This is an optimization exercise on Yosys and OpenROAD, whose aim is small area, not a production implementation.
The RTL was checked by simulation tests, not by an equivalence proof against the original design.
The clock port is modelled as an ideal driver, which makes a skipped or thinned clock tree look cheaper than it is; a real chip needs a root buffer or a tree.
Power figures rest on the tool's default switching activity, not on a simulated workload.

the previous run:
## cube_raster
module cube_raster
#(
    parameter int NUM_LANES       = 10,
    parameter int WORDS_PER_FRAME = 3,
    parameter int BIT_PERIOD      = 20,
    parameter int ONE_HIGH        = 13,
    parameter int ZERO_HIGH       = 6
) (
    input  logic                   clk,
    input  logic                   reset,
    input  logic                   enable_i,
    input  logic                   ack_i,
    input  logic                   pix_valid_i,
    output logic                   pix_ready_o,
    input  cube_pkg::color_t [NUM_LANES-1:0] pix_color_i,    
    input  cube_pkg::dim_t pix_dim_i,
    output logic                   finished_o,
    output logic [NUM_LANES-1:0]   sout_o
);
==> flow/config.mk <==
export PLATFORM = sky130hd
export DESIGN_NAME = cube_raster
export DESIGN_NICKNAME = cube_raster
export VERILOG_FILES = /design/flow/design.v
export SDC_FILE = /design/flow/constraint.sdc
export NUM_CORES = 4
export LEC_CHECK = 0
export CAP_MARGIN = 20
export CORE_MARGIN = 2
export CORE_UTILIZATION = 60
export SLEW_MARGIN = 20
export SYNTH_HIERARCHICAL = 1
==> flow/constraint.sdc <==
create_clock -name core_clock -period 5.0 [get_ports {clk}]
set_input_delay 1.0000 -clock core_clock [delete_from_list [all_inputs] [get_ports {clk}]]
set_output_delay 1.0000 -clock core_clock [all_outputs]
set_load 0.01 [all_outputs]
standard.sh (not shown) runs the stock make flow with config.mk's settings and CLKGATE_MAP_FILE= SYNTH_SCRIPT=/design/flow/synth_recipe.tcl, a recipe that flattens the netlist after the stock synthesis.
==> flow/flow/run.sh <==
#!/bin/bash
# Layout flow: the standard flow (standard.sh) with two changes:
#  - port buffers are the smallest buffer, sky130_fd_sc_hd__buf_1
#  - the clock tree is built by flow/manual_cts.tcl (ORFS's PRE_CTS_TCL hook):
#    four clkbuf_16, each driving a quarter of the flip-flops, fed straight
#    from the clock port; ORFS's own clock tree synthesis is skipped
# The make output goes to standard.log here; ORFS keeps each step's log too.
set -euo pipefail
export BUFFER_PORTS_ARGS="-buffer_cell sky130_fd_sc_hd__buf_1"
export PRE_CTS_TCL="$PWD/flow/manual_cts.tcl"
export MCTS_LEAVES=4
export MCTS_ROOTS=0
export MCTS_LEAF_BUF=sky130_fd_sc_hd__clkbuf_16
bash standard.sh > standard.log 2>&1
Other scripts of this flow, unchanged in this note and not shown: flow/flow/manual_cts.tcl
#### Input delta (the current run over the previous run)
- CORE_UTILIZATION: 60 -> 50
Results
- Comparing final wirelength for the current run and the previous run, the smaller number came from the previous run.
- ~same leakage component of the power in the current run and the previous run
- DRC marker count from the first detailed-route iteration in the current run is about 40% higher than in the previous run
- Side by side, per-cell via count in the routed design turned out lower in the current run than in the previous run.
In every run of this note, the design's own scripts or RTL, not TritonCTS, make the clock network.

* * *

old:
Another version of the RTL of cube_raster (not shown whole).
Size: about 500 cells after synthesis, roughly 110 flip-flops, roughly 110 I/O pins.
==> flow/config.mk <==
export PLATFORM = sky130hd
export DESIGN_NAME = cube_raster
export DESIGN_NICKNAME = cube_raster
export VERILOG_FILES = /design/flow/design.v
export SDC_FILE = /design/flow/constraint.sdc
export NUM_CORES = 4
export LEC_CHECK = 0
export CAP_MARGIN = 20
export CORE_MARGIN = 2
export CORE_UTILIZATION = 40
export GPL_TIMING_DRIVEN = 0
export SLEW_MARGIN = 20
export SYNTH_HIERARCHICAL = 1
==> flow/constraint.sdc <==
create_clock -name core_clock -period 5.0 [get_ports {clk}]
set_input_delay 1.0000 -clock core_clock [delete_from_list [all_inputs] [get_ports {clk}]]
set_output_delay 1.0000 -clock core_clock [all_outputs]
set_load 0.01 [all_outputs]
Scripts as last shown in full above: flow/flow/run.sh
Other scripts of this flow, unchanged in this note and not shown: flow/flow/manual_cts.tcl
old closes out successfully: all stages finished, all timing, DRC and antenna checks passed.
Input changes introduced in new (baseline for comparison: old):
# old
export LEC_CHECK = 0
export CAP_MARGIN = 20
export CORE_MARGIN = 2
export CORE_UTILIZATION = 40
export GPL_TIMING_DRIVEN = 0
export SLEW_MARGIN = 20
export SYNTH_HIERARCHICAL = 1
create_clock -name core_clock -period 5.0 [get_ports {clk}]
# new
export LEC_CHECK = 0
export CAP_MARGIN = 20
export CORE_MARGIN = 2
export CORE_UTILIZATION = 40
export SLEW_MARGIN = 20
export SYNTH_HIERARCHICAL = 1
create_clock -name core_clock -period 5.0 [get_ports {clk}]
## What came out
Final area ended up about 2% lower on new than on old. Going from old to new, post-placement worst setup slack increased 0.12 ns, number of remaining DRC errors essentially unchanged, period utilization essentially unchanged. Number of top-level pins came out exactly the same in new and old. For new and old, there was not a single run that failed to finish clean. Wire: new routes less than old. ~same power in new and old.
In every run of this note, the design's own scripts or RTL, not TritonCTS, make the clock network.

* * *

cube_raster, a different RTL version from the one above (not shown whole).
For scale: about 480 cells after synthesis, ~110 flip-flops, ~110 I/O pins, ~0.0052 mm^2 of cells after synthesis.
Settings: LEC_CHECK=0, CAP_MARGIN=20, CORE_MARGIN=2, CORE_UTILIZATION=40, SLEW_MARGIN=20, SYNTH_HIERARCHICAL=1; clock period 5.0 ns.
==> flow/flow/run.sh <==
#!/bin/bash
# Layout flow: the standard flow (standard.sh) with two changes:
#  - port buffers are the smallest buffer, sky130_fd_sc_hd__buf_1
#  - the clock tree is built by flow/manual_cts.tcl (ORFS's PRE_CTS_TCL hook):
#    four buf_12, each driving a quarter of the flip-flops, fed straight
#    from the clock port; ORFS's own clock tree synthesis is skipped
#  - after global routing, cells off the critical paths are downsized
#    (ORFS's power recovery, RECOVER_POWER)
# The make output goes to standard.log here; ORFS keeps each step's log too.
set -euo pipefail
export BUFFER_PORTS_ARGS="-buffer_cell sky130_fd_sc_hd__buf_1"
export PRE_CTS_TCL="$PWD/flow/manual_cts.tcl"
export MCTS_LEAVES=4
export MCTS_ROOTS=0
export RECOVER_POWER=100
export MCTS_LEAF_BUF=sky130_fd_sc_hd__buf_12
bash standard.sh > standard.log 2>&1
==> flow/flow/manual_cts.tcl <==
proc mcts_env {name default} {
  if {[info exists ::env($name)] && $::env($name) ne ""} { return $::env($name) }
  return $default
}
set nleaf [mcts_env MCTS_LEAVES 4]
set nroot [mcts_env MCTS_ROOTS 0]
set leafbuf [mcts_env MCTS_LEAF_BUF sky130_fd_sc_hd__clkbuf_16]
set rootbuf [mcts_env MCTS_ROOT_BUF sky130_fd_sc_hd__clkbuf_16]
set block [ord::get_db_block]
set db [ord::get_db]
set clknet [$block findNet clk]

# Split items {obj x y} into n groups of nearly equal size: recursively halve
# along the longer side of the group's bounding box.
proc mcts_split {items n} {
  if {$n <= 1} { return [list $items] }
  set xs {}; set ys {}
  foreach s $items { lappend xs [lindex $s 1]; lappend ys [lindex $s 2] }
  set xs [lsort -integer $xs]; set ys [lsort -integer $ys]
  set key [expr {([lindex $xs end] - [lindex $xs 0]) >= ([lindex $ys end] - [lindex $ys 0]) ? 1 : 2}]
  set s [lsort -integer -index $key $items]
  set n1 [expr {$n / 2}]
  set cut [expr {([llength $s] * $n1) / $n}]
  return [concat [mcts_split [lrange $s 0 [expr {$cut - 1}]] $n1] \
                 [mcts_split [lrange $s $cut end] [expr {$n - $n1}]]]
}

# Drive the pins of group g (items {iterm x y}) from a new buffer; returns the
# buffer's input item {iterm x y} at the group's centroid.
proc mcts_drive {block master name g} {
  set inst [odb::dbInst_create $block $master $name]
  set net [odb::dbNet_create $block "${name}_clk"]
  $net setSigType CLOCK
  set sx 0; set sy 0
  foreach s $g {
    set it [lindex $s 0]
    $it disconnect
    $it connect $net
    set sx [expr {$sx + [lindex $s 1]}]
    set sy [expr {$sy + [lindex $s 2]}]
  }
  set n [llength $g]
  set cx [expr {$sx / $n}]; set cy [expr {$sy / $n}]
  [$inst findITerm X] connect $net
  $inst setLocation $cx $cy
  $inst setPlacementStatus PLACED
  puts "manual_cts: $name ([$master getName]) drives $n pins"
  return [list [$inst findITerm A] $cx $cy]
}

set sinks {}
foreach it [$clknet getITerms] {
  set loc [[$it getInst] getLocation]
  lappend sinks [list $it [lindex $loc 0] [lindex $loc 1]]
}
puts "manual_cts: [llength $sinks] clock pins, $nleaf leaf buffers, $nroot root buffers"
set leaves {}
set k 0
foreach g [mcts_split $sinks $nleaf] {
  lappend leaves [mcts_drive $block [$db findMaster $leafbuf] "mcts_leaf_$k" $g]
  incr k
}
set top $leaves
if {$nroot > 0} {
  set top {}
  set k 0
  foreach g [mcts_split $leaves $nroot] {
    lappend top [mcts_drive $block [$db findMaster $rootbuf] "mcts_root_$k" $g]
    incr k
  }
}
if {[llength $top] > 4} { error "manual_cts: clock port would drive [llength $top] pins" }
foreach s $top { [lindex $s 0] connect $clknet }

# The tree is built: make ORFS's clock_tree_synthesis call a no-op.
rename clock_tree_synthesis mcts_orfs_clock_tree_synthesis
proc clock_tree_synthesis {args} { puts "manual_cts: clock_tree_synthesis $args skipped" }
The starting point finished with capacitance limit, slew limit left.
Change:
--- a/flow/flow/run.sh
+++ b/flow/flow/run.sh
@@ -5 +5 @@
-#    four buf_12, each driving a quarter of the flip-flops, fed straight
+#    four clkbuf_16, each driving a quarter of the flip-flops, fed straight
@@ -7,2 +6,0 @@
-#  - after global routing, cells off the critical paths are downsized
-#    (ORFS's power recovery, RECOVER_POWER)
@@ -15,2 +13 @@
-export RECOVER_POWER=100
-export MCTS_LEAF_BUF=sky130_fd_sc_hd__buf_12
+export MCTS_LEAF_BUF=sky130_fd_sc_hd__clkbuf_16
What happened:
- The new run passed the timing, DRC and antenna checks
- sequential share of layout area falls by 0.20 points
- global-route usage stays flat
- via count barely changes
- total power rose by 0.64%
- synthesized cell count does not change
- critical path depth is unchanged
- clock power rose by about 5%
- maximum frequency stays flat
- area after synthesis does not change
- routed wire length rose by 0.34%
- setup slack hardly moves
Change:
--- a/flow/flow/run.sh
+++ b/flow/flow/run.sh
@@ -5 +5 @@
-#    four clkbuf_16, each driving a quarter of the flip-flops, fed straight
+#    four buf_12, each driving a quarter of the flip-flops, fed straight
@@ -13 +13 @@
-export MCTS_LEAF_BUF=sky130_fd_sc_hd__clkbuf_16
+export MCTS_LEAF_BUF=sky130_fd_sc_hd__buf_12
What happened: The new run went through all stages and came out clean; setup slack gets better by 0.0054 ns; global-route usage hardly moves; area after synthesis stays the same; total power falls by 0.62%; design area falls by 0.34%; clock skew barely changes.
No run of this note takes its clock network from TritonCTS; it comes from the design's own scripts or RTL.

-- separate check: timing with driven ports --
How much do the figures lean on ideal ports? The routed layouts below were timed once more, with nothing changed but the port constraints.
Step 1 assumes that a clkbuf_16 drives the clock port and a buf_2 every other input.
Step 2 adds t to the input delays and takes it off the output delays; t is the mean of the earliest and latest rising clock arrival at the registers after step 1. Input paths then give back, and output paths get back, about the clock's delay inside the block.
Slacks: no drivers / after step 1 / after step 2; pairs: no drivers / after step 1.
run	t, ns	setup slack, ns	hold slack, ns	worst setup path at the end	worst slew at a driven data input, ns
the previous run	0.237	0.187 / 0.187 / 0.187	0.412 / 0.412 / 0.412	register to register	0.06
the current run	0.241	0.214 / 0.214 / 0.214	0.407 / 0.407 / 0.407	register to register	0.05
old	0.241	0.263 / 0.263 / 0.263	0.416 / 0.416 / 0.416	register to register	0.05
new	0.243	0.264 / 0.264 / 0.264	0.405 / 0.405 / 0.405	register to register	0.06
the first run of note 3	0.223	0.394 / 0.394 / 0.394	0.417 / 0.417 / 0.417	register to register	0.07
the second run of note 3	0.241	0.394 / 0.394 / 0.394	0.418 / 0.418 / 0.418	register to register	0.07
the third run of note 3	0.224	0.399 / 0.399 / 0.399	0.417 / 0.417 / 0.417	register to register	0.07
